What follows belongs to an exercise in optimizing a design on an open flow for small area; a production flow would make more cautious choices. RTL that was checked went through simulation tests only; none was proved equivalent to the original. The RTL of runs 1 to 6 was laid out without a check of its function. Power and IR drop assume default switching activity.

[design/flow/design.v]
package regfile_pkg;
  function automatic integer rf_aw(input integer nreg);
    rf_aw = $clog2(nreg);
  endfunction
endpackage
module regfile_init_fsm
#(
  parameter int NREG = 32
) (
  input  logic clk,
  input  logic rst,
  output logic busy
);
  localparam int CW = $clog2(NREG) + 1;
  logic [CW-1:0] cnt_q;
  always_ff @(posedge clk or posedge rst) begin
    if (rst)       cnt_q <= '0;
    else if (busy) cnt_q <= cnt_q + CW'(1);
  end
  assign busy = !cnt_q[CW-1];
endmodule
module regfile_aoi222 (
  input  logic a1, a2, b1, b2, c1, c2,
  output logic y
);
  assign y = ~((a1 & a2) | (b1 & b2) | (c1 & c2));
endmodule
module regfile_rdcomb #(
  parameter int N = 11
) (
  input  logic [N-1:0] n,
  input  logic         p,
  output logic         y
);
  assign y = ~(&n) ^ p;
endmodule
module regfile_mp
#(
  parameter int XLEN     = 32,
  parameter int NREG     = 32,
  parameter int NRD      = 2,
  parameter int NWR      = 1,
  parameter int ZERO_REG = 1
) (
  input  logic                          clk,
  input  logic                          rst,
  input  logic [NWR-1:0]                wen,
  input  logic [NWR*$clog2(NREG)-1:0]   waddr,
  input  logic [NWR*XLEN-1:0]           wdata,
  input  logic [NRD*$clog2(NREG)-1:0]   raddr,
  output logic [NRD*XLEN-1:0]           rdata,
  output logic                          init_busy
);
  localparam int AW = regfile_pkg::rf_aw(NREG);
  localparam int E0 = (ZERO_REG != 0) ? 1 : 0;    
  localparam int NS = NREG - E0;                  
  localparam int NIN = NS + 2;                    
  localparam int NG = (NIN + 2) / 3;              
  logic busy;
  logic par_q;
  regfile_init_fsm #(
    .NREG (NREG)
  ) u_init (
    .clk  (clk),
    .rst  (rst),
    .busy (busy)
  );
  assign init_busy = busy;
  always_ff @(posedge clk or posedge rst) begin
    if (rst) par_q <= 1'b0;
    else      par_q <= !par_q;
  end
  logic [AW-1:0] wa0, wa1;
  assign wa0 = waddr[0 +: AW];
  assign wa1 = waddr[AW +: AW];
  logic [XLEN-1:0] wx0, wx1;
  assign wx0 = wdata[0 +: XLEN] ^ {XLEN{par_q}};
  assign wx1 = (wdata[XLEN +: XLEN] & {XLEN{!busy}}) ^ {XLEN{par_q}};
  logic [NREG-1:0] m0, m1, hold, we0, we1;
  always_comb begin
    m0 = '0; m1 = '0; hold = '0; we0 = '0; we1 = '0;
    for (int e = E0; e < NREG; e++) begin
      m0[e]   = wen[0] && wa0 == AW'(e);
      m1[e]   = wen[1] && wa1 == AW'(e);
      we1[e]  = busy || m1[e];
      we0[e]  = !busy && m0[e] && !m1[e];
      hold[e] = !busy && !m0[e] && !m1[e];
    end
  end
  logic [NREG-1:0][XLEN-1:0] mem_q;
  logic [NREG-1:0][XLEN-1:0] mem_d;
  for (genvar e = 0; e < NREG; e++) begin : g_ent
    if (e < E0) begin : g_zero
      assign mem_d[e] = '0;
      assign mem_q[e] = '0;
    end else begin : g_st
      for (genvar b = 0; b < XLEN; b++) begin : g_bit
        regfile_aoi222 u_nx (
          .a1 (hold[e]), .a2 (mem_q[e][b]),
          .b1 (we0[e]),  .b2 (wx0[b]),
          .c1 (we1[e]),  .c2 (wx1[b]),
          .y  (mem_d[e][b])
        );
      end
      always_ff @(posedge clk) begin
        mem_q[e] <= mem_d[e];
      end
    end
  end
  for (genvar j = 0; j < NRD; j++) begin : g_rd
    logic [AW-1:0] ra;
    logic          act, hit0, hit1;
    logic [NREG-1:0] sel;
    logic          pz;
    assign ra   = raddr[j*AW +: AW];
    assign act  = !busy && (ZERO_REG == 0 || ra != '0);
    assign hit1 = act && wen[1] && wa1 == ra;
    assign hit0 = act && wen[0] && wa0 == ra && !(wen[1] && wa1 == ra);
    assign pz   = par_q && act;
    always_comb begin
      sel = '0;
      for (int e = E0; e < NREG; e++)
        sel[e] = hold[e] && ra == AW'(e);
    end
    for (genvar b = 0; b < XLEN; b++) begin : g_bit
      logic [3*NG-1:0] s, d;
      logic [NG-1:0]   n;
      for (genvar k = 0; k < 3*NG; k++) begin : g_in
        if (k < NS) begin : g_m
          assign s[k] = sel[k+E0];
          assign d[k] = mem_q[k+E0][b];
        end else if (k == NS) begin : g_b0
          assign s[k] = hit0;
          assign d[k] = wx0[b];
        end else if (k == NS + 1) begin : g_b1
          assign s[k] = hit1;
          assign d[k] = wx1[b];
        end else begin : g_pad
          assign s[k] = 1'b0;
          assign d[k] = 1'b0;
        end
      end
      for (genvar g = 0; g < NG; g++) begin : g_grp
        regfile_aoi222 u_ao (
          .a1 (s[3*g]),   .a2 (d[3*g]),
          .b1 (s[3*g+1]), .b2 (d[3*g+1]),
          .c1 (s[3*g+2]), .c2 (d[3*g+2]),
          .y  (n[g])
        );
      end
      regfile_rdcomb #(.N(NG)) u_cb (
        .n (n),
        .p (pz),
        .y (rdata[j*XLEN + b])
      );
    end
  end
endmodule
module regfile_4r2w (
  input  logic          clk,
  input  logic          rst,
  input  logic [1:0]    wen,
  input  logic [9:0]    waddr,
  input  logic [63:0]   wdata,
  input  logic [19:0]   raddr,
  output logic [127:0]  rdata,
  output logic          init_busy
);
  regfile_mp #(
    .XLEN     (32),
    .NREG     (32),
    .NRD      (4),
    .NWR      (2),
    .ZERO_REG (1)
  ) u_rf (
    .clk       (clk),
    .rst       (rst),
    .wen       (wen),
    .waddr     (waddr),
    .wdata     (wdata),
    .raddr     (raddr),
    .rdata     (rdata),
    .init_busy (init_busy)
  );
endmodule
[design/flow/config.mk]
export PLATFORM = sky130hd
export DESIGN_NAME = regfile_4r2w
export DESIGN_NICKNAME = regfile_4r2w
export VERILOG_FILES = /design/flow/design.v
export SDC_FILE = /design/flow/constraint.sdc
export NUM_CORES = 4
export LEC_CHECK = 0
export CAP_MARGIN = 20
export CELL_PAD_IN_SITES_DETAIL_PLACEMENT = 0
export CELL_PAD_IN_SITES_GLOBAL_PLACEMENT = 1
export CORE_MARGIN = 2
export CORE_UTILIZATION = 50
export GPL_TIMING_DRIVEN = 0
export SLEW_MARGIN = 20
export SYNTH_HIERARCHICAL = 1
export SYNTH_MINIMUM_KEEP_SIZE = 0
[design/flow/constraint.sdc]
create_clock -name core_clock -period 6.0 [get_ports {clk}]
set_input_delay 1.2000 -clock core_clock [delete_from_list [all_inputs] [get_ports {clk}]]
set_output_delay 1.2000 -clock core_clock [all_outputs]
set_load 0.01 [all_outputs]
[design/flow/flow/run.sh]
#!/bin/bash
# Standard ORFS layout with two changes: ports are buffered with a plain
# buffer instead of a delay cell, and CTS inserts no dummy loads.
set -euo pipefail
export BUFFER_PORTS_ARGS="-buffer_cell sky130_fd_sc_hd__buf_2"
export CTS_ARGS="-sink_clustering_enable -repair_clock_nets -dont_use_dummy_load"
bash standard.sh > make_flow.log 2>&1
[design/flow/standard.sh]
#!/bin/bash
# synth_recipe.tcl (not shown) runs the flow's synth.tcl, then flattens the netlist and writes it again
# the make line also repeats each setting of config.mk as NAME=value (left out here)
make -C /OpenROAD-flow-scripts/flow DESIGN_CONFIG=/design/flow/config.mk WORK_HOME=/design/flow/orfs CLKGATE_MAP_FILE= SYNTH_SCRIPT=/design/flow/synth_recipe.tcl "${@:-finish}"
==> results of run 1 <==
## power by group through the flow
stage | clock network [mW] | registers [mW] | logic [mW]
2_1_floorplan | 0 | 9.16 | 2.85
3_3_place_gp | 0 | 9.45 | 4.32
3_5_place_dp | 0 | 9.56 | 4.77
4_1_cts | 5.84 | 9.42 | 4.82
## how the worst min path moves through the flow
stage	to	depth (start not counted)	slack, ns
3_5_place_dp	u_rf.u_init.cnt_q[4]	1	0.47
2_1_floorplan	u_rf.u_init.cnt_q[4]	1	0.45
4_1_cts	u_rf.par_q	2	0.29
3_3_place_gp	u_rf.u_init.cnt_q[4]	1	0.47
## repair_timing
item                       4_1_cts
pin swaps                       47
cloned                          14
setup endpoints to repair      128
buffers inserted                31
gates resized for setup         58
## cells in the mapped netlist, drive strengths merged
library cell / count / share of area [%]
or2b: 1 / 0.016
nand4: 261 / 3.1
and4bb: 3 / 0.071
buf: 32 / 0.42
a211oi: 23 / 0.33
and4: 5 / 0.085
and3: 12 / 0.14
nand2: 27 / 0.20
dfrtp: 7 / 0.33
or2: 10 / 0.12
a31oi: 1 / 0.024
ha: 1 / 0.024
nor2: 21 / 0.15
nand2b: 23 / 0.30
xnor2: 188 / 3.1
nor3: 222 / 3.3
nor4bb: 1 / 0.019
inv: 35 / 0.25
a21oi: 7 / 0.080
nor4b: 5 / 0.11
nor2b: 43 / 0.52
and2: 6 / 0.071
dfxtp: 992 / 37
or3: 5 / 0.059
clkbuf: 31 / 0.56
a21o: 27 / 0.39
o21bai: 21 / 0.58
mux2: 1 / 0.021
and2b: 5 / 0.078
o21ai: 5 / 0.054
nand4b: 2 / 0.033
xor2: 48 / 0.79
nor4: 36 / 0.65
nand3: 141 / 1.4
a222oi: 2400 / 45
and4b: 3 / 0.057
## per-stage QoR
stage | setup slack (ns) | cell area, um^2 | power, mW | hold WS, ns | util, %
2_1_floorplan | -0.0249 | 53300 | 12.0 | 0.445 | -
3_3_place_gp | -6.46 | 56100 | 13.8 | 0.471 | 53.3
3_5_place_dp | -1.01 | 67500 | 14.3 | 0.467 | 64.1
4_1_cts | -0.00424 | 70900 | 20.1 | 0.289 | 67.3
## routing by layer
| metal | overflow | GRT usage, % |
|---|---|---|
| met1 | 58 | 89.0 |
| met3 | 77 | 79.8 |
| met4 | 159 | 76.7 |
| met5 | 14 | 62.0 |
| met2 | 152 | 92.6 |
## kinds of logic after synthesis
| kind of cell | count (synthesis) |
|---|---|
| simple gates | 832 |
| xor+xnor | 236 |
| fa+ha+maj | 1 |
| mux | 1 |
| flops | 999 |
| compound gates | 2484 |
| buf+inv | 98 |
==> metrics.md, run 1 <==
| Metric | Value |
|---|---|
| Outcome | aborted with a tool error |
| Stop stage | global routing (5_1_grt) |
| Log Error | [ERROR GRT-0116] Global routing finished with congestion. Check the congestion regions in the DRC Viewer. |
| Root buffer cell | clkbuf_16 |
| CTS Hold Bufs | 0 |
| GPL Wtd Cong | 1.03 |
| CTS Sinks | between 900 and 1000 |
| FP Rows | 119 |
| Post-DP HPWL | slightly below 300 mm |
| IO Pins | approximately 230 |
| Sequential fraction of the synthesis area | a little under two fifths |
| Yosys cell types | 58 |
| TritonCTS Buffers | between 100 and 150 |
| Yosys reg bits | 999 |
| Total track usage | 85.6% |
| Post-Synth Adder-Cell Area | less than 1% |
| CTS Buffer Depth | 3 |
| Initial Util | roughly half |
| Cell Area, Synth | approximately 53000 um^2 |
| Synth warn | 8 |
| Largest net degree at the start of global routing | 34 |
| Die X | between 300 and 400 um |
| Mux cell area share after synthesis | less than 1% |
| Placed insts | roughly 7000 |
| Xor/xnor cell area share of the yosys netlist | ~3.9% |
| Syn Nets | 4750 |
| Synth Area per Inst | 11.4 um^2 |
| Total grt overflow | 460 |
| Synth Area in Simple Gates | between 10% and 20% |
| H-Tree Depth | 3 |
| Largest family of logic cells by synthesized area | compound AO/OA/AOI/OAI gates |
| Die Y-Extent | roughly 330 um |
| Compound-gate portion of the synthesized area | 46.7% |
| Post-Syn Instances | 4651 |
| Number of global-route vias before repair | ~80000 |
| First-pass GRT wire length | 679 mm |
| IO buf count | between 200 and 250 |
==> run 2: changes to the inputs <==
--- a/design/flow/design.v
+++ b/design/flow/design.v
@@ -27,10 +27,25 @@
 endmodule
-module regfile_rdcomb #(
-  parameter int N = 11
-) (
-  input  logic [N-1:0] n,
-  input  logic         p,
-  output logic         y
-);
-  assign y = ~(&n) ^ p;
+module regfile_nand4 (
+  input  logic a, b, c, d,
+  output logic y
+);
+  assign y = ~(a & b & c & d);
+endmodule
+module regfile_nand3 (
+  input  logic a, b, c,
+  output logic y
+);
+  assign y = ~(a & b & c);
+endmodule
+module regfile_or3 (
+  input  logic a, b, c,
+  output logic y
+);
+  assign y = a | b | c;
+endmodule
+module regfile_xor2 (
+  input  logic a, b,
+  output logic y
+);
+  assign y = a ^ b;
 endmodule
@@ -150,7 +165,9 @@
       end
-      regfile_rdcomb #(.N(NG)) u_cb (
-        .n (n),
-        .p (pz),
-        .y (rdata[j*XLEN + b])
-      );
+      logic [2:0] t;
+      logic       z;
+      regfile_nand4 u_c0 (.a(n[0]), .b(n[1]), .c(n[2]),  .d(n[3]), .y(t[0]));
+      regfile_nand4 u_c1 (.a(n[4]), .b(n[5]), .c(n[6]),  .d(n[7]), .y(t[1]));
+      regfile_nand3 u_c2 (.a(n[8]), .b(n[9]), .c(n[10]),           .y(t[2]));
+      regfile_or3   u_c3 (.a(t[0]), .b(t[1]), .c(t[2]),            .y(z));
+      regfile_xor2  u_c4 (.a(z),    .b(pz),                        .y(rdata[j*XLEN + b]));
     end
==> design/flow/flow/run.sh (replaced) <==
#!/bin/bash
# The standard ORFS layout (standard.sh) with these changes:
#  - the register array is placed in bit columns by flow/place_array.tcl
#    before global placement, and released after detailed placement
#    (flow/unfix.tcl);
#  - ports are buffered with a plain buffer instead of a delay cell;
#  - CTS inserts no dummy loads.
# make's output goes to make_flow.log; each ORFS step logs to orfs/logs.
set -euo pipefail
F=$(pwd)/flow
export PRE_GLOBAL_PLACE_SKIP_IO_TCL=$F/place_array.tcl
export POST_DETAIL_PLACE_TCL=$F/unfix.tcl
export ARRAY_COL_SITES=24
export ARRAY_CHAN_SITES=60
export BUFFER_PORTS_ARGS="-buffer_cell sky130_fd_sc_hd__buf_2"
export CTS_ARGS="-sink_clustering_enable -repair_clock_nets -dont_use_dummy_load"
bash standard.sh > make_flow.log 2>&1
==> design/flow/flow/place_array.tcl (new file) <==
# Structured placement of the register array, run before the first global
# placement. Every stored bit, the and-or-invert cells of the read ports and
# the read combine gates are placed in bit columns: bit b's cells sit in a
# vertical strip, entry k's flip-flop in row pair k, each read group next to
# the entries it selects, and the combine gates below. The cells are placed
# legally and marked FIRM so that global placement puts the remaining logic
# (decoders, write-data encoders, port buffers) around them; unfix.tcl
# releases them after detailed placement.
#
# Layout (rows counted from the top of the core):
#   row 0                 spare
#   rows 1 .. 2*NE        entry rows (entry k in rows 1+2k and 2+2k)
#   rows 2*NE+1 ..        read combine rows
# Columns: 16 bit columns, a channel for the decoders, 16 bit columns.

set NB 32
set NE 31
set NJ 4
set CW $::env(ARRAY_COL_SITES)
set CH $::env(ARRAY_CHAN_SITES)

set block [ord::get_db_block]
set rows [lsort -command {apply {{a b} {
  expr {[lindex [$b getOrigin] 1] - [lindex [$a getOrigin] 1]}
}}} [$block getRows]]
set nrows [llength $rows]
set r0 [lindex $rows 0]
set sitew [[$r0 getSite] getWidth]
set x0 [lindex [$r0 getOrigin] 0]
set nsites [$r0 getSiteCount]
puts "place_array: $nrows rows, $nsites sites per row, column $CW sites, channel $CH sites"

# Occupancy of each row: a string of 0 (free) and 1 (taken).
set occ {}
foreach r $rows { lappend occ [string repeat 0 [$r getSiteCount]] }
proc row_of_y {y} {
  global rows
  set i 0
  foreach r $rows {
    if {[lindex [$r getOrigin] 1] == $y} { return $i }
    incr i
  }
  return -1
}
foreach inst [$block getInsts] {
  set st [$inst getPlacementStatus]
  if {$st ne "FIRM" && $st ne "LOCKED" && $st ne "COVER"} continue
  set loc [$inst getLocation]
  set ri [row_of_y [lindex $loc 1]]
  if {$ri < 0} continue
  set s [expr {([lindex $loc 0] - $x0) / $sitew}]
  set w [expr {[[$inst getMaster] getWidth] / $sitew}]
  set o [lindex $occ $ri]
  lset occ $ri [string replace $o $s [expr {$s + $w - 1}] [string repeat 1 $w]]
}

proc col_start {b} {
  global CW CH NB
  set h [expr {$NB / 2}]
  if {$b < $h} { return [expr {$b * $CW}] }
  return [expr {$h * $CW + $CH + ($b - $h) * $CW}]
}

# Place inst in column b, as near row want as possible (rows lo..hi).
proc put {inst b want lo hi} {
  global occ rows sitew x0 CW
  set w [expr {[[$inst getMaster] getWidth] / $sitew}]
  set xs [col_start $b]
  set xe [expr {$xs + $CW}]
  set pat [string repeat 0 $w]
  for {set d 0} {$d <= $hi - $lo} {incr d} {
    foreach ri [list [expr {$want + $d}] [expr {$want - $d}]] {
      if {$ri < $lo || $ri > $hi} continue
      if {$d == 0 && $ri != $want} continue
      set o [lindex $occ $ri]
      set s [string first $pat $o $xs]
      if {$s < 0 || $s + $w > $xe} continue
      set r [lindex $rows $ri]
      lset occ $ri [string replace $o $s [expr {$s + $w - 1}] [string repeat 1 $w]]
      $inst setOrient [$r getOrient]
      $inst setLocation [expr {$x0 + $s * $sitew}] [lindex [$r getOrigin] 1]
      $inst setPlacementStatus FIRM
      return 1
    }
  }
  puts "place_array: no room for [$inst getName] in column $b near row $want"
  return 0
}

proc out_net {inst} {
  foreach it [$inst getITerms] {
    if {[$it isOutputSignal] && [$it getNet] ne "NULL"} { return [[$it getNet] getName] }
  }
  return ""
}

# Classify the cells.
set flops {}
set saoi {}
set raoi {}
set comb {}
set done [dict create]
foreach inst [$block getInsts] {
  set name [$inst getName]
  set net [out_net $inst]
  if {[regexp {mem_q\\\[(\d+)\\\]} $name -> n]} {
    lappend flops [list [expr {$n / $NB}] [expr {$n % $NB}] $inst]
  } elseif {[regexp {g_ent\\\[(\d+)\\\]\.g_st\.g_bit\\\[(\d+)\\\]\.u_nx\.y$} $net -> e b]} {
    lappend saoi [list $e $b $inst]
  } elseif {[regexp {g_rd\\\[(\d+)\\\]\.g_bit\\\[(\d+)\\\]\.g_grp\\\[(\d+)\\\]\.u_ao\.y$} $net -> j b g]} {
    lappend raoi [list $j $b $g $inst]
  } elseif {[regexp {g_rd\\\[(\d+)\\\]\.g_bit\\\[(\d+)\\\]\.(?:u_c|t\\\[)(\d)(?:\.y|\\\])$} $net -> j b c]} {
    lappend comb [list $j $b $c $inst]
    dict set done $name 1
  }
}
# The final xor of each read bit is the load of its or3.
foreach inst [$block getInsts] {
  if {[dict exists $done [$inst getName]]} continue
  foreach it [$inst getITerms] {
    if {![$it isInputSignal]} continue
    set n [$it getNet]
    if {$n eq "NULL"} continue
    if {[regexp {g_rd\\\[(\d+)\\\]\.g_bit\\\[(\d+)\\\]\.u_c3\.y$} [$n getName] -> j b]} {
      lappend comb [list $j $b 4 $inst]
      break
    }
  }
}
puts "place_array: [llength $flops] flops, [llength $saoi] storage aoi, [llength $raoi] read aoi, [llength $comb] combine"

set top 1
set ebot [expr {$top + 2 * $NE - 1}]
set cbot [expr {$nrows - 1}]

# Stored bits: flop and its next-state gate side by side.
set fl [dict create]
foreach f $flops { dict set fl [lindex $f 0],[lindex $f 1] [lindex $f 2] }
set sa [dict create]
foreach f $saoi { dict set sa [lindex $f 0],[lindex $f 1] [lindex $f 2] }
for {set e 1} {$e <= $NE} {incr e} {
  set row [expr {$top + 2 * ($e - 1)}]
  for {set b 0} {$b < $NB} {incr b} {
    put [dict get $fl $e,$b] $b $row $top $ebot
    put [dict get $sa $e,$b] $b $row $top $ebot
  }
}
# Read groups: group g selects entries 3g+1 .. 3g+3.
foreach f [lsort -integer -index 2 $raoi] {
  lassign $f j b g inst
  set want [expr {$top + 6 * $g + 1 + $j}]
  if {$want > $ebot} { set want $ebot }
  put $inst $b $want $top $ebot
}
# Combine: c0..c2 merge groups 0-3, 4-7, 8-10; c3, c4 below the entries.
foreach f [lsort -integer -index 2 $comb] {
  lassign $f j b c inst
  switch $c {
    0 { put $inst $b [expr {$top + 11}] $top $ebot }
    1 { put $inst $b [expr {$top + 35}] $top $ebot }
    2 { put $inst $b [expr {$top + 55}] $top $ebot }
    default { put $inst $b [expr {$ebot + 1}] [expr {$ebot + 1}] $cbot }
  }
}
==> design/flow/flow/unfix.tcl (new file) <==
# Release the cells place_array.tcl fixed, once detailed placement is done.
set n 0
foreach inst [[ord::get_db_block] getInsts] {
  if {[$inst getPlacementStatus] eq "FIRM"} {
    $inst setPlacementStatus PLACED
    incr n
  }
}
puts "unfix: released $n cells"
--- a/design/flow/config.mk
+++ b/design/flow/config.mk
@@ -9,5 +9,5 @@
 export CELL_PAD_IN_SITES_DETAIL_PLACEMENT = 0
-export CELL_PAD_IN_SITES_GLOBAL_PLACEMENT = 1
-export CORE_MARGIN = 2
-export CORE_UTILIZATION = 50
+export CELL_PAD_IN_SITES_GLOBAL_PLACEMENT = 0
+export CORE_AREA = 2.3 2.72 383.18 190.4
+export DIE_AREA = 0 0 385.48 193.12
 export GPL_TIMING_DRIVEN = 0
==> run 2 against run 1 <==
  * The flow stops in global placement without I/O (3_1_place_gp_skip_io)
  * Synthesized cell count is 0.24% higher
  * Synthesized area shrank 1.4%
==> metrics.md, run 2 <==
| Metric | Value |
|---|---|
| Outcome | aborted with a tool error |
| Stop stage | global placement without I/O (3_1_place_gp_skip_io) |
| Log Error | Error: global_place_skip_io.tcl, 4 can't read "rows": no such variable |
| Synth top cells by count | a222oi_1 (2400), dfxtp_1 (992), nand4_1 (262), xor2_1 (176), nand3_1 (142) |
| Initial Util | 73.3% (+23 points) |
| FP Rows | 69 (-42%) |
| Synth Flop Type | dfxtp_1 |
| Post-synth top area share | 45.9% (+0.63 points) |
| Synth Area per Inst | 11.2 um^2 (-1.6%) |
| Dominant cell type by area after synthesis | a222oi_1 |
| Die X | 385 um (+17%) |
| Die Y-Extent | 193 um (-41%) |
| Async SR Flop Fraction | 0.701% (unchanged) |
| Syn Nets | 4761 (+0.23%) |
| Post-synth EDFFs | 0 (unchanged) |
| Area contributors post-synth | a222oi_1 (46%), dfxtp_1 (38%), nand4_1 (3.1%), xor2_1 (2.9%), or3_1 (1.6%) |
| Most frequent cell after synthesis | a222oi_1 |
| Sequential fraction of the synthesis area | 38.3% (+0.52 points) |
| Yosys cell types | 58 (unchanged) |
| Cell Area, Synth | 52400 um^2 (-1.4%) |
| Synth warn | 8 (unchanged) |
| Post-Syn Instances | 4662 (+0.24%) |
| Yosys reg bits | 999 (unchanged) |
run 2: cell count changes after synthesis, moves of 13 or more:
cell      change
buf_2        +20
nor3_2      -128
clkbuf_8     -18
or3_1       +129
nor3_1       +13
xnor2_1     -128
xor2_1      +128
run 2: cells by family after synthesis:
logic type | count (synthesis) | share of synthesized area, %
DFF | 999 | 38.3
xor gates and xnor gates | 236 | 3.95
muxes | 1 | 0.0215
AOI/OAI and AO/OA | 2478 | 47.2
adders and majority gates | 1 | 0.0239
buffers and inverters | 111 | 0.987
and+or+nand+nor | 836 | 9.55
run 2: modules after synthesis, one instance, submodules excluded, excerpt:
module | cell area [um^2] | cells | flip-flops and latches
regfile_aoi222 | 10.0 | 1 | 0
regfile_nand3 | 5.00 | 1 | 0
regfile_nand4 | 6.26 | 1 | 0
regfile_or3 | 6.26 | 1 | 0
regfile_xor2 | 8.76 | 1 | 0
==> run 3: changes to the inputs <==
--- a/design/flow/flow/place_array.tcl
+++ b/design/flow/flow/place_array.tcl
@@ -14,2 +14,6 @@
 # Columns: 16 bit columns, a channel for the decoders, 16 bit columns.
+
+# ORFS sources this file inside a procedure; the procedures below share
+# these variables as globals.
+global NB NE NJ CW CH rows sitew x0 occ
 
==> run 3 against run 2 <==
  * The flow stops in global placement (3_3_place_gp)
  * Synthesized cell count did not move
  * Synthesized area unchanged
==> metrics.md, run 3 <==
| Metric | Value |
|---|---|
| Outcome | aborted with a tool error |
| Stop stage | global placement (3_3_place_gp) |
| Log Error | [ERROR GPL-0305] RePlAce diverged during gradient descent calculation, resulting in an invalid step length (Inf or NaN). This is often caused by numerical instability ... |
| FP Rows | 69 (unchanged) |
| IO buf count | 211 |
| Initial Util | 73.3% (unchanged) |
| Post-Syn Instances | 4662 (unchanged) |
| Post-synth EDFFs | 0 (unchanged) |
| Synth Flop Type | dfxtp_1 |
| Yosys cell types | 58 (unchanged) |
| Cell Area, Synth | 52400 um^2 (unchanged) |
| Post-synth top area share | 45.9% (unchanged) |
| Area contributors post-synth | a222oi_1 (46%), dfxtp_1 (38%), nand4_1 (3.1%), xor2_1 (2.9%), or3_1 (1.6%) |
| Async SR Flop Fraction | 0.701% (unchanged) |
| Dominant cell type by area after synthesis | a222oi_1 |
| Die Y-Extent | 193 um (unchanged) |
| Most frequent cell after synthesis | a222oi_1 |
| Synth warn | 8 (unchanged) |
| Yosys reg bits | 999 (unchanged) |
| Syn Nets | 4761 (unchanged) |
| Synth top cells by count | a222oi_1 (2400), dfxtp_1 (992), nand4_1 (262), xor2_1 (176), nand3_1 (142) |
| IO Pins | 227 |
| Synth Area per Inst | 11.2 um^2 (unchanged) |
| Die X | 385 um (unchanged) |
| Sequential fraction of the synthesis area | 38.3% (unchanged) |
-- run 3: Yosys stat by module, one instance, submodules excluded, a selection --
module / cells / times used / flip-flops and latches
regfile_xor2: 1 / 128 / 0
regfile_nand4: 1 / 256 / 0
regfile_aoi222: 1 / 2400 / 0
regfile_or3: 1 / 128 / 0
regfile_nand3: 1 / 128 / 0
-- run 3: cells by family after synthesis --
group	Yosys count	share of synthesized area, %
flops	999	38.3
xor+xnor	236	3.95
mux	1	0.0215
simple gates	836	9.55
buf+inv	111	0.987
compound gates	2478	47.2
fa+ha+maj	1	0.0239
==> run 4: changes to the inputs <==
--- a/design/flow/config.mk
+++ b/design/flow/config.mk
@@ -12,3 +12,5 @@
 export DIE_AREA = 0 0 385.48 193.12
+export GPL_ROUTABILITY_DRIVEN = 0
 export GPL_TIMING_DRIVEN = 0
+export PLACE_DENSITY = 0.95
 export SLEW_MARGIN = 20
==> run 4 against run 3 <==
  * The flow stops in global routing (5_1_grt)
  * Synthesized cell count stayed put
  * Synthesized area stayed put
==> metrics.md, run 4 <==
| Metric | Value |
|---|---|
| Post-synth top area share | 45.9% (unchanged) |
| Stop stage | global routing (5_1_grt) |
| Post-DP HPWL | 220 mm |
| Outcome | aborted with a tool error |
| IO Pins | 227 (unchanged) |
| H-Tree Depth | 3 |
| Largest family of logic cells by synthesized area | compound AO/OA/AOI/OAI gates |
| Area contributors post-synth | a222oi_1 (46%), dfxtp_1 (38%), nand4_1 (3.1%), xor2_1 (2.9%), or3_1 (1.6%) |
| Sequential fraction of the synthesis area | 38.3% (unchanged) |
| CTS Buffer Depth | 3 |
| Dominant cell type by area after synthesis | a222oi_1 |
| Total track usage | a little over nine tenths |
| Number of global-route vias before repair | 78154 |
| Post-Syn Instances | 4662 (unchanged) |
| Largest net degree at the start of global routing | 37 |
| CTS Hold Bufs | 0 |
| Mux cell area share after synthesis | 0.0215% (unchanged) |
| Syn Nets | 4761 (unchanged) |
| Yosys reg bits | 999 (unchanged) |
| Root buffer cell | clkbuf_16 |
| CTS Sinks | roughly 1000 |
| Synth Area per Inst | 11.2 um^2 (unchanged) |
| Post-Synth Adder-Cell Area | 0.0239% (unchanged) |
| Xor/xnor cell area share of the yosys netlist | 3.95% (unchanged) |
| Async SR Flop Fraction | 0.701% (unchanged) |
| Die Y-Extent | 193 um (unchanged) |
| IO buf count | 211 (unchanged) |
| Synth Flop Type | dfxtp_1 |
| Yosys cell types | 58 (unchanged) |
| Post-Place Worst Slack | -0.861 ns |
| Die X | 385 um (unchanged) |
| Compound-gate portion of the synthesized area | 47.2% (unchanged) |
| Most frequent cell after synthesis | a222oi_1 |
| Cell Area, Synth | 52400 um^2 (unchanged) |
| Initial Util | 73.3% (unchanged) |
| Total grt overflow | between 2000 and 3000 |
| FP Rows | 69 (unchanged) |
| First-pass GRT wire length | around 540 mm |
| Synth warn | 8 (unchanged) |
| Synth Area in Simple Gates | 9.55% (unchanged) |
| Log Error | [ERROR GRT-0116] Global routing finished with congestion. Check the congestion regions in the DRC Viewer. |
| Post-synth EDFFs | 0 (unchanged) |
| Synth top cells by count | a222oi_1 (2400), dfxtp_1 (992), nand4_1 (262), xor2_1 (176), nand3_1 (142) |
| TritonCTS Buffers | a little over 80 |
## run 4: how the worst min path moves through the flow
stage / startpoint / to / slack [ns]
floorplan: u_rf.u_init.cnt_q[4] / u_rf.u_init.cnt_q[4] / 0.45
global placement: u_rf.u_init.cnt_q[4] / u_rf.u_init.cnt_q[4] / 0.48
detailed placement: u_rf.mem_q[844] / u_rf.mem_q[844] / 0.54
CTS: rst / u_rf.par_q / 0.50
## run 4: cells by family after synthesis
family,after synthesis
and+or+nand+nor,836
muxes,1
DFF,999
AOI/OAI and AO/OA,2478
buffers and inverters,111
adders and majority gates,1
xor gates and xnor gates,236
## run 4: Yosys stat by module, one instance, submodules excluded, a selection
module	area, um^2	cells	flip-flops and latches	times used
regfile_aoi222	10.0	1	0	2400
regfile_xor2	8.76	1	0	128
regfile_nand4	6.26	1	0	256
regfile_or3	6.26	1	0	128
regfile_nand3	5.00	1	0	128
## run 4: timing repair
action | in CTS
resized for setup | 68
buffers inserted | 12
pin swaps | 17
setup endpoints to repair | 128
gates cloned | 17
## run 4: power groups by stage
stage | sequential (mW) | combinational [mW] | clock, mW
floorplan | 9.16 | 2.65 | 0
global placement | 9.51 | 3.84 | 0
detailed placement | 9.50 | 4.13 | 0
CTS | 9.45 | 4.28 | 4.72
## run 4: per-layer routing
metal	GRT overflow	track usage (%)
met1	353	95.4
met2	1296	104
met5	84	78.4
met3	469	91.9
met4	726	96.1
## run 4: metrics by stage
| step | std cells | TNS, ns | cell area, um^2 |
|---|---|---|---|
| 2_1_floorplan | 4662 | -11.76 | 52500 |
| 3_3_place_gp | 5831 | -360.30 | 54800 |
| 3_5_place_dp | 6306 | -95.90 | 61200 |
| 4_1_cts | 6417 | -0.00844 | 63800 |
==> run 5: changes to the inputs <==
--- a/design/flow/flow/run.sh
+++ b/design/flow/flow/run.sh
@@ -12,4 +12,5 @@
 export POST_DETAIL_PLACE_TCL=$F/unfix.tcl
-export ARRAY_COL_SITES=24
-export ARRAY_CHAN_SITES=60
+export ARRAY_COL_SITES=${ARRAY_COL_SITES:-32}
+export ARRAY_CHAN_SITES=${ARRAY_CHAN_SITES:-80}
+export ARRAY_ROWS_PER_ENTRY=${ARRAY_ROWS_PER_ENTRY:-3}
 export BUFFER_PORTS_ARGS="-buffer_cell sky130_fd_sc_hd__buf_2"
--- a/design/flow/flow/place_array.tcl
+++ b/design/flow/flow/place_array.tcl
@@ -11,3 +11,3 @@
 #   row 0                 spare
-#   rows 1 .. 2*NE        entry rows (entry k in rows 1+2k and 2+2k)
+#   rows 1 .. RPE*NE      entry rows (entry k from row 1+RPE*k)
 #   rows 2*NE+1 ..        read combine rows
@@ -17,3 +17,3 @@
 # these variables as globals.
-global NB NE NJ CW CH rows sitew x0 occ
+global NB NE NJ CW CH RPE rows sitew x0 occ
 
@@ -24,2 +24,3 @@
 set CH $::env(ARRAY_CHAN_SITES)
+set RPE $::env(ARRAY_ROWS_PER_ENTRY)
 
@@ -135,5 +136,11 @@
 
+# Row of entry position k (0 .. NE-1, fractional in between).
+proc erow {k} {
+  global RPE
+  return [expr {1 + int(floor($k * $RPE))}]
+}
 set top 1
-set ebot [expr {$top + 2 * $NE - 1}]
+set ebot [expr {[erow $NE] - 1}]
 set cbot [expr {$nrows - 1}]
+puts "place_array: entry rows $top .. $ebot, combine rows [expr {$ebot + 1}] .. $cbot"
 
@@ -145,3 +152,3 @@
 for {set e 1} {$e <= $NE} {incr e} {
-  set row [expr {$top + 2 * ($e - 1)}]
+  set row [erow [expr {$e - 1}]]
   for {set b 0} {$b < $NB} {incr b} {
@@ -151,6 +158,7 @@
 }
-# Read groups: group g selects entries 3g+1 .. 3g+3.
+# Read groups: group g selects entries 3g+1 .. 3g+3; port j's cell goes
+# to a different row of the group's span.
 foreach f [lsort -integer -index 2 $raoi] {
   lassign $f j b g inst
-  set want [expr {$top + 6 * $g + 1 + $j}]
+  set want [erow [expr {3 * $g + 0.5 + 0.6 * $j}]]
   if {$want > $ebot} { set want $ebot }
@@ -162,5 +170,5 @@
   switch $c {
-    0 { put $inst $b [expr {$top + 11}] $top $ebot }
-    1 { put $inst $b [expr {$top + 35}] $top $ebot }
-    2 { put $inst $b [expr {$top + 55}] $top $ebot }
+    0 { put $inst $b [erow 6] $top $ebot }
+    1 { put $inst $b [erow 18] $top $ebot }
+    2 { put $inst $b [erow 27.5] $top $ebot }
     default { put $inst $b [expr {$ebot + 1}] [expr {$ebot + 1}] $cbot }
--- a/design/flow/config.mk
+++ b/design/flow/config.mk
@@ -10,4 +10,4 @@
 export CELL_PAD_IN_SITES_GLOBAL_PLACEMENT = 0
-export CORE_AREA = 2.3 2.72 383.18 190.4
-export DIE_AREA = 0 0 385.48 193.12
+export CORE_AREA = 2.3 2.72 510.14 269.28
+export DIE_AREA = 0 0 512.44 272.0
 export GPL_ROUTABILITY_DRIVEN = 0
==> run 5 against run 4 <==
  * The run again fails in global routing (5_1_grt)
  * Synthesized area unchanged
  * Synthesized cell count unchanged
==> metrics.md, run 5 <==
| Metric | Value |
|---|---|
| Synth Area per Inst | 11.2 um^2 (unchanged) |
| Synth Flop Type | dfxtp_1 |
| Outcome | aborted with a tool error |
| Worst endpoint, post-GRT repair | rdata[123] |
| Sequential fraction of the synthesis area | 38.3% (unchanged) |
| Most frequent cell after synthesis | a222oi_1 |
| IO Pins | 227 (unchanged) |
| Total track usage | 55.7% |
| CTS Buffer Depth | 3 (unchanged) |
| H-Tree Depth | 3 (unchanged) |
| Stop stage | global routing (5_1_grt) |
| Yosys reg bits | 999 (unchanged) |
| Synth warn | 8 (unchanged) |
| Total grt overflow | 51 |
| Async SR Flop Fraction | 0.701% (unchanged) |
| Area contributors post-synth | a222oi_1 (46%), dfxtp_1 (38%), nand4_1 (3.1%), xor2_1 (2.9%), or3_1 (1.6%) |
| TritonCTS Buffers | 98 (+20%) |
| Root buffer cell | clkbuf_16 |
| Post-synth top area share | 45.9% (unchanged) |
| Die X | 512 um (+33%) |
| Synth top cells by count | a222oi_1 (2400), dfxtp_1 (992), nand4_1 (262), xor2_1 (176), nand3_1 (142) |
| CTS Sinks | 999 (unchanged) |
| Kind of the worst endpoint | output port |
| Initial Util | 38.7% (-35 points) |
| Cell Area, Synth | 52400 um^2 (unchanged) |
| IO buf count | 211 (unchanged) |
| Post-DP HPWL | 279 mm (+27%) |
| Post-Syn Instances | 4662 (unchanged) |
| Post-synth EDFFs | 0 (unchanged) |
| FP Rows | 98 (+42%) |
| Log Error | [ERROR GRT-0232] Routing congestion too high. Check the congestion heatmap in the GUI. |
| Syn Nets | 4761 (unchanged) |
| Yosys cell types | 58 (unchanged) |
| Dominant cell type by area after synthesis | a222oi_1 |
| Die Y-Extent | 272 um (+41%) |
| Largest net degree at the start of global routing | 34 |
-- run 5: worst min-delay path by stage --
stage	start	end	slack, ns	cells after the start
after floorplan	u_rf.u_init.cnt_q[4]	u_rf.u_init.cnt_q[4]	0.45	1
after global placement	u_rf.u_init.cnt_q[4]	u_rf.u_init.cnt_q[4]	0.47	1
after detailed placement	u_rf.u_init.cnt_q[4]	u_rf.u_init.cnt_q[4]	0.50	1
after CTS	rst	u_rf.par_q	0.33	2
-- run 5: what timing repair did --
item / CTS
endpoints found under the hold margin: 0
endpoints found under the setup margin: 128
hold buffers: 0
cloned: 16
resized for setup: 93
setup buffers: 29
pin swaps: 149
-- run 5: routing by layer --
layer	GRT usage [%]	overflow
met1	73.4	9
met2	61.2	15
met3	31.8	9
met4	43.8	17
met5	22.0	1
-- run 5: per-module statistics from Yosys, one instance, submodules excluded, excerpt --
| module | area, um^2 | times used |
|---|---|---|
| regfile_xor2 | 8.76 | 128 |
| regfile_nand3 | 5.00 | 128 |
| regfile_or3 | 6.26 | 128 |
| regfile_nand4 | 6.26 | 256 |
| regfile_aoi222 | 10.0 | 2400 |
-- run 5: cell families after synthesis --
group | after synthesis | share of synthesized area [%]
and+or+nand+nor | 836 | 9.55
AOI/OAI and AO/OA | 2478 | 47.2
buffers and inverters | 111 | 0.987
xor gates and xnor gates | 236 | 3.95
adders and majority gates | 1 | 0.0239
muxes | 1 | 0.0215
DFF | 999 | 38.3
-- run 5: power groups by stage --
| stage | clock network (mW) | registers, mW | logic [mW] |
|---|---|---|---|
| after floorplan | 0 | 9.16 | 2.65 |
| after global placement | 0 | 9.67 | 4.19 |
| after detailed placement | 0 | 9.66 | 4.46 |
| after CTS | 5.62 | 9.51 | 4.51 |
-- run 5: through the flow --
| stage | area [um^2] | worst slack, ns | cells |
|---|---|---|---|
| after global placement | 55800 | -3.52 | 6673 |
| after detailed placement | 63000 | -1.03 | 7200 |
| after floorplan | 52500 | -0.0918 | 4662 |
| after CTS | 66200 | 0.00258 | 7338 |
==> run 6: changes to the inputs <==
--- a/design/flow/design.v
+++ b/design/flow/design.v
@@ -26,2 +26,8 @@
   assign y = ~((a1 & a2) | (b1 & b2) | (c1 & c2));
+endmodule
+module regfile_rsel (
+  input  logic a, b, c,
+  output logic y
+);
+  assign y = ~(a | b | c);
 endmodule
@@ -134,6 +140,14 @@
     assign pz   = par_q && act;
+    logic [NREG-1:0] rdec_n;
     always_comb begin
-      sel = '0;
+      rdec_n = '1;
       for (int e = E0; e < NREG; e++)
-        sel[e] = hold[e] && ra == AW'(e);
+        rdec_n[e] = busy || ra != AW'(e);
+    end
+    for (genvar e = 0; e < NREG; e++) begin : g_sel
+      if (e < E0) begin : g_zero
+        assign sel[e] = 1'b0;
+      end else begin : g_st
+        regfile_rsel u_s (.a(rdec_n[e]), .b(m0[e]), .c(m1[e]), .y(sel[e]));
+      end
     end
==> design/flow/flow/run.sh (replaced) <==
#!/bin/bash
# The standard ORFS layout (standard.sh) with these changes:
#  - the register array is placed in bit columns by flow/place_array.tcl
#    before global placement, and released after detailed placement
#    (flow/unfix.tcl);
#  - ports are buffered with a plain buffer instead of a delay cell;
#  - CTS inserts no dummy loads and builds the tree from clkbuf_8.
# make's output goes to make_flow.log; each ORFS step logs to orfs/logs.
set -euo pipefail
F=$(pwd)/flow
export PRE_GLOBAL_PLACE_SKIP_IO_TCL=$F/place_array.tcl
export POST_DETAIL_PLACE_TCL=$F/unfix.tcl
export ARRAY_COL_SITES=${ARRAY_COL_SITES:-28}
export ARRAY_CHAN_SITES=${ARRAY_CHAN_SITES:-70}
export ARRAY_ROWS_PER_ENTRY=${ARRAY_ROWS_PER_ENTRY:-2.5}
export ARRAY_GAP_SITES=${ARRAY_GAP_SITES:-1}
export BUFFER_PORTS_ARGS="-buffer_cell sky130_fd_sc_hd__buf_2"
export CTS_ARGS="-sink_clustering_enable -repair_clock_nets -dont_use_dummy_load -buf_list sky130_fd_sc_hd__clkbuf_8"
bash standard.sh > make_flow.log 2>&1
--- a/design/flow/flow/place_array.tcl
+++ b/design/flow/flow/place_array.tcl
@@ -3,4 +3,4 @@
 # the read combine gates are placed in bit columns: bit b's cells sit in a
-# vertical strip, entry k's flip-flop in row pair k, each read group next to
-# the entries it selects, and the combine gates below. The cells are placed
+# vertical strip, entry k's flip-flop in row 1+RPE*k, each read group next
+# to the entries it selects, and the combine gates near the column's middle. The cells are placed
 # legally and marked FIRM so that global placement puts the remaining logic
@@ -12,3 +12,3 @@
 #   rows 1 .. RPE*NE      entry rows (entry k from row 1+RPE*k)
-#   rows 2*NE+1 ..        read combine rows
+#   rows below            spare
 # Columns: 16 bit columns, a channel for the decoders, 16 bit columns.
@@ -17,3 +17,3 @@
 # these variables as globals.
-global NB NE NJ CW CH RPE rows sitew x0 occ
+global NB NE NJ CW CH RPE GAP rows sitew x0 occ
 
@@ -25,2 +25,3 @@
 set RPE $::env(ARRAY_ROWS_PER_ENTRY)
+set GAP $::env(ARRAY_GAP_SITES)
 
@@ -68,6 +69,7 @@
 
-# Place inst in column b, as near row want as possible (rows lo..hi).
+# Place inst in column b, as near row want as possible (rows lo..hi),
+# keeping GAP free sites after it for pin access.
 proc put {inst b want lo hi} {
-  global occ rows sitew x0 CW
-  set w [expr {[[$inst getMaster] getWidth] / $sitew}]
+  global occ rows sitew x0 CW GAP
+  set w [expr {[[$inst getMaster] getWidth] / $sitew + $GAP}]
   set xs [col_start $b]
@@ -85,3 +87,3 @@
       $inst setOrient [$r getOrient]
-      $inst setLocation [expr {$x0 + $s * $sitew}] [lindex [$r getOrigin] 1]
+      $inst setLocation [expr {$x0 + ($s + $GAP) * $sitew}] [lindex [$r getOrigin] 1]
       $inst setPlacementStatus FIRM
@@ -166,3 +168,4 @@
 }
-# Combine: c0..c2 merge groups 0-3, 4-7, 8-10; c3, c4 below the entries.
+# Combine: c0..c2 merge groups 0-3, 4-7, 8-10 and sit near their groups,
+# toward the middle of the column, where c3 and c4 (the output gates) sit.
 foreach f [lsort -integer -index 2 $comb] {
@@ -170,6 +173,6 @@
   switch $c {
-    0 { put $inst $b [erow 6] $top $ebot }
+    0 { put $inst $b [erow 9] $top $ebot }
     1 { put $inst $b [erow 18] $top $ebot }
-    2 { put $inst $b [erow 27.5] $top $ebot }
-    default { put $inst $b [expr {$ebot + 1}] [expr {$ebot + 1}] $cbot }
+    2 { put $inst $b [erow 25] $top $ebot }
+    default { put $inst $b [erow 17] $top $ebot }
   }
--- a/design/flow/config.mk
+++ b/design/flow/config.mk
@@ -8,9 +8,9 @@
 export CAP_MARGIN = 20
-export CELL_PAD_IN_SITES_DETAIL_PLACEMENT = 0
+export CELL_PAD_IN_SITES_DETAIL_PLACEMENT = 1
 export CELL_PAD_IN_SITES_GLOBAL_PLACEMENT = 0
-export CORE_AREA = 2.3 2.72 510.14 269.28
-export DIE_AREA = 0 0 512.44 272.0
+export CORE_AREA = 2.3 2.72 446.66 228.48
+export DIE_AREA = 0 0 448.96 231.2
 export GPL_ROUTABILITY_DRIVEN = 0
 export GPL_TIMING_DRIVEN = 0
-export PLACE_DENSITY = 0.95
+export PLACE_DENSITY = 0.8
 export SLEW_MARGIN = 20
==> run 6 against run 5 <==
  * The flow stops in detailed placement (3_5_place_dp)
  * Synthesized area increased by 1.5%
  * Synthesized cell count increased by 2.7%
==> metrics.md, run 6 <==
| Metric | Value |
|---|---|
| Outcome | aborted with a tool error |
| Stop stage | detailed placement (3_5_place_dp) |
| Log Error | [ERROR DPL-0033] detailed placement checks failed during check placement. |
| Cell Area, Synth | 53200 um^2 (+1.5%) |
| Initial Util | 53.0% (+14 points) |
| IO buf count | 209 (-0.95%) |
| Die X | 449 um (-12%) |
| Sequential fraction of the synthesis area | 37.7% (-0.57 points) |
| Post-synth top area share | 45.2% (-0.69 points) |
| Post-Syn Instances | 4787 (+2.7%) |
| Synth warn | 8 (unchanged) |
| Synth Area per Inst | 11.1 um^2 (-1.1%) |
| Die Y-Extent | 231 um (-15%) |
| Dominant cell type by area after synthesis | a222oi_1 |
| Most frequent cell after synthesis | a222oi_1 |
| Synth Flop Type | dfxtp_1 |
| Yosys cell types | 47 (-19%) |
| Yosys reg bits | 999 (unchanged) |
| Async SR Flop Fraction | 0.701% (unchanged) |
| Post-synth EDFFs | 0 (unchanged) |
| Syn Nets | 4886 (+2.6%) |
| Synth top cells by count | a222oi_1 (2400), dfxtp_1 (992), nand4_1 (261), xor2_1 (176), nand3_1 (152) |
| Post-DP HPWL | 289 mm (+3.6%) |
| IO Pins | 227 (unchanged) |
| Area contributors post-synth | a222oi_1 (45%), dfxtp_1 (37%), nand4_1 (3.1%), xor2_1 (2.9%), nor3_2 (2.5%) |
| FP Rows | 83 (-15%) |
run 6: changes by cell type after synthesis, moves of 9 or more:
cell	delta
a211oi_1	-14
a21o_1	-14
inv_1	-40
nand2_1	+110
nand2b_1	-10
nand3_1	+10
nor2_1	+84
nor3_1	-70
nor3_2	+132
nor3b_2	+9
nor4_1	-20
o21bai_4	-10
or2_1	+12
run 6: kinds of logic after synthesis:
| logic type | count (synthesis) | synth area share [%] |
|---|---|---|
| flops | 999 | 37.7 |
| buf+inv | 65 | 0.734 |
| compound gates | 2416 | 45.4 |
| fa+ha+maj | 1 | 0.0235 |
| xor+xnor | 236 | 3.89 |
| simple gates | 1069 | 12.2 |
| mux | 1 | 0.0212 |
run 6: how the worst max path moves through the flow:
stage,from,end,cells after the start
global placement,waddr[7],u_rf.mem_q[61],7
floorplan,raddr[4],rdata[0],9
run 6: metrics by stage:
| stage | hold slack (ns) | setup WS, ns |
|---|---|---|
| after global placement | 0.487 | -1.51 |
| after floorplan | 0.445 | 0.940 |
run 6: power groups by stage:
stage | clock [mW] | sequential (mW) | combinational [mW]
floorplan | 0 | 9.16 | 2.64
global placement | 0 | 9.58 | 4.00
run 6: Yosys stat by module (local to each module, per instance), excerpt:
module,area (um^2),times used,flip-flops and latches
regfile_aoi222,10.0,2400,0
regfile_rsel,10.0,124,0
regfile_xor2,8.76,128,0
regfile_nand4,6.26,256,0
regfile_or3,6.26,128,0
regfile_nand3,5.00,128,0
==> run 7: changes to the inputs <==
--- a/design/flow/design.v
+++ b/design/flow/design.v
@@ -27,3 +27,9 @@
 endmodule
-module regfile_rsel (
+module regfile_drv (
+  input  logic a,
+  output logic y
+);
+  assign y = ~a;
+endmodule
+module regfile_rseln (
   input  logic a, b, c,
@@ -31,3 +37,3 @@
 );
-  assign y = ~(a | b | c);
+  assign y = a | b | c;
 endmodule
@@ -96,14 +102,29 @@
   assign wa1 = waddr[AW +: AW];
-  logic [XLEN-1:0] wx0, wx1;
-  assign wx0 = wdata[0 +: XLEN] ^ {XLEN{par_q}};
-  assign wx1 = (wdata[XLEN +: XLEN] & {XLEN{!busy}}) ^ {XLEN{par_q}};
-  logic [NREG-1:0] m0, m1, hold, we0, we1;
+  logic [XLEN-1:0] wx0, wx1, wx0_n, wx1_n;
+  assign wx0_n = ~(wdata[0 +: XLEN] ^ {XLEN{par_q}});
+  assign wx1_n = ~((wdata[XLEN +: XLEN] & {XLEN{!busy}}) ^ {XLEN{par_q}});
+  for (genvar b = 0; b < XLEN; b++) begin : g_wx
+    regfile_drv u_d0 (.a(wx0_n[b]), .y(wx0[b]));
+    regfile_drv u_d1 (.a(wx1_n[b]), .y(wx1[b]));
+  end
+  logic [NREG-1:0] m0, m1, hold, we0, we1, hold_n, we0_n, we1_n;
   always_comb begin
-    m0 = '0; m1 = '0; hold = '0; we0 = '0; we1 = '0;
+    m0 = '0; m1 = '0; hold_n = '1; we0_n = '1; we1_n = '1;
     for (int e = E0; e < NREG; e++) begin
-      m0[e]   = wen[0] && wa0 == AW'(e);
-      m1[e]   = wen[1] && wa1 == AW'(e);
-      we1[e]  = busy || m1[e];
-      we0[e]  = !busy && m0[e] && !m1[e];
-      hold[e] = !busy && !m0[e] && !m1[e];
+      m0[e]     = wen[0] && wa0 == AW'(e);
+      m1[e]     = wen[1] && wa1 == AW'(e);
+      we1_n[e]  = !(busy || m1[e]);
+      we0_n[e]  = !(!busy && m0[e] && !m1[e]);
+      hold_n[e] = !(!busy && !m0[e] && !m1[e]);
+    end
+  end
+  for (genvar e = 0; e < NREG; e++) begin : g_wc
+    if (e < E0) begin : g_zero
+      assign hold[e] = 1'b0;
+      assign we0[e]  = 1'b0;
+      assign we1[e]  = 1'b0;
+    end else begin : g_st
+      regfile_drv u_h (.a(hold_n[e]), .y(hold[e]));
+      regfile_drv u_0 (.a(we0_n[e]),  .y(we0[e]));
+      regfile_drv u_1 (.a(we1_n[e]),  .y(we1[e]));
     end
@@ -136,7 +157,11 @@
     assign ra   = raddr[j*AW +: AW];
-    assign act  = !busy && (ZERO_REG == 0 || ra != '0);
-    assign hit1 = act && wen[1] && wa1 == ra;
-    assign hit0 = act && wen[0] && wa0 == ra && !(wen[1] && wa1 == ra);
-    assign pz   = par_q && act;
-    logic [NREG-1:0] rdec_n;
+    logic hit0_n, hit1_n, pz_n;
+    assign act    = !busy && (ZERO_REG == 0 || ra != '0);
+    assign hit1_n = !(act && wen[1] && wa1 == ra);
+    assign hit0_n = !(act && wen[0] && wa0 == ra && !(wen[1] && wa1 == ra));
+    assign pz_n   = !(par_q && act);
+    regfile_drv u_h1 (.a(hit1_n), .y(hit1));
+    regfile_drv u_h0 (.a(hit0_n), .y(hit0));
+    regfile_drv u_pz (.a(pz_n),   .y(pz));
+    logic [NREG-1:0] rdec_n, sel_n;
     always_comb begin
@@ -150,3 +175,4 @@
       end else begin : g_st
-        regfile_rsel u_s (.a(rdec_n[e]), .b(m0[e]), .c(m1[e]), .y(sel[e]));
+        regfile_rseln u_s (.a(rdec_n[e]), .b(m0[e]), .c(m1[e]), .y(sel_n[e]));
+        regfile_drv   u_d (.a(sel_n[e]), .y(sel[e]));
       end
--- a/design/flow/flow/run.sh
+++ b/design/flow/flow/run.sh
@@ -15,3 +15,3 @@
 export ARRAY_ROWS_PER_ENTRY=${ARRAY_ROWS_PER_ENTRY:-2.5}
-export ARRAY_GAP_SITES=${ARRAY_GAP_SITES:-1}
+export ARRAY_GAP_SITES=${ARRAY_GAP_SITES:-2}
 export BUFFER_PORTS_ARGS="-buffer_cell sky130_fd_sc_hd__buf_2"
--- a/design/flow/config.mk
+++ b/design/flow/config.mk
@@ -9,3 +9,3 @@
 export CELL_PAD_IN_SITES_DETAIL_PLACEMENT = 1
-export CELL_PAD_IN_SITES_GLOBAL_PLACEMENT = 0
+export CELL_PAD_IN_SITES_GLOBAL_PLACEMENT = 2
 export CORE_AREA = 2.3 2.72 446.66 228.48
@@ -14,3 +14,3 @@
 export GPL_TIMING_DRIVEN = 0
-export PLACE_DENSITY = 0.8
+export PLACE_DENSITY = 0.7
 export SLEW_MARGIN = 20
==> run 7 against run 6 <==
  * The run again fails in detailed placement (3_5_place_dp)
  * Synthesized area grew 0.50%
  * Synthesized cell count grew 6.0%
==> metrics.md, run 7 <==
| Metric | Value |
|---|---|
| Yosys reg bits | 999 (unchanged) |
| Area contributors post-synth | a222oi_1 (45%), dfxtp_1 (37%), nand4_1 (3.1%), or3_1 (3.0%), xor2_1 (2.7%) |
| Stop stage | detailed placement (3_5_place_dp) |
| IO buf count | 211 (+0.96%) |
| Synth top cells by count | a222oi_1 (2400), dfxtp_1 (992), inv_1 (297), nand4_1 (262), or3_1 (252) |
| Outcome | aborted with a tool error |
| Synth Area per Inst | 10.5 um^2 (-5.2%) |
| FP Rows | 83 (unchanged) |
| Cell Area, Synth | 53400 um^2 (+0.50%) |
| Post-synth top area share | 45.0% (-0.22 points) |
| Syn Nets | 5172 (+5.9%) |
| Dominant cell type by area after synthesis | a222oi_1 |
| Synth warn | 8 (unchanged) |
| Post-Syn Instances | 5073 (+6.0%) |
| Log Error | [ERROR DPL-0033] detailed placement checks failed during check placement. |
| Post-synth EDFFs | 0 (unchanged) |
| Synth Flop Type | dfxtp_1 |
| IO Pins | 227 (unchanged) |
| Post-DP HPWL | 241 mm (-17%) |
| Yosys cell types | 34 (-28%) |
| Most frequent cell after synthesis | a222oi_1 |
| Initial Util | 53.3% (+0.26 points) |
| Die Y-Extent | 231 um (unchanged) |
| Async SR Flop Fraction | 0.701% (unchanged) |
| Die X | 449 um (unchanged) |
| Sequential fraction of the synthesis area | 37.5% (-0.19 points) |
==> run 7: cells by family after synthesis <==
| kind of cell | after synthesis | synth area share [%] |
|---|---|---|
| mux | 1 | 0.0211 |
| compound gates | 2432 | 45.3 |
| flops | 999 | 37.5 |
| simple gates | 1051 | 10.8 |
| buf+inv | 353 | 2.56 |
| xor+xnor | 236 | 3.87 |
| fa+ha+maj | 1 | 0.0234 |
==> run 7: per-stage QoR <==
step / worst slack, ns / cell area, um^2 / TNS (ns)
after floorplan: 1.24 / 53400 / 0
after global placement: -1.36 / 56200 / -117.27
==> run 7: Yosys stat by module (local to each module, per instance), excerpt <==
module | flip-flops and latches | area [um^2]
regfile_aoi222 | 0 | 10.0
regfile_xor2 | 0 | 8.76
regfile_nand4 | 0 | 6.26
regfile_or3 | 0 | 6.26
regfile_rseln | 0 | 6.26
regfile_nand3 | 0 | 5.00
regfile_drv | 0 | 3.75
==> run 7: worst min path at each step <==
stage,depth (start not counted),endpoint,slack (ns),start
2_1_floorplan,1,u_rf.u_init.cnt_q[4],0.45,u_rf.u_init.cnt_q[4]
3_3_place_gp,1,u_rf.u_init.cnt_q[4],0.51,u_rf.u_init.cnt_q[4]
==> run 7: power groups by stage <==
stage | Combinational, mW | Sequential [mW] | Clock, mW
global placement | 4.01 | 9.58 | 0
floorplan | 2.63 | 9.16 | 0
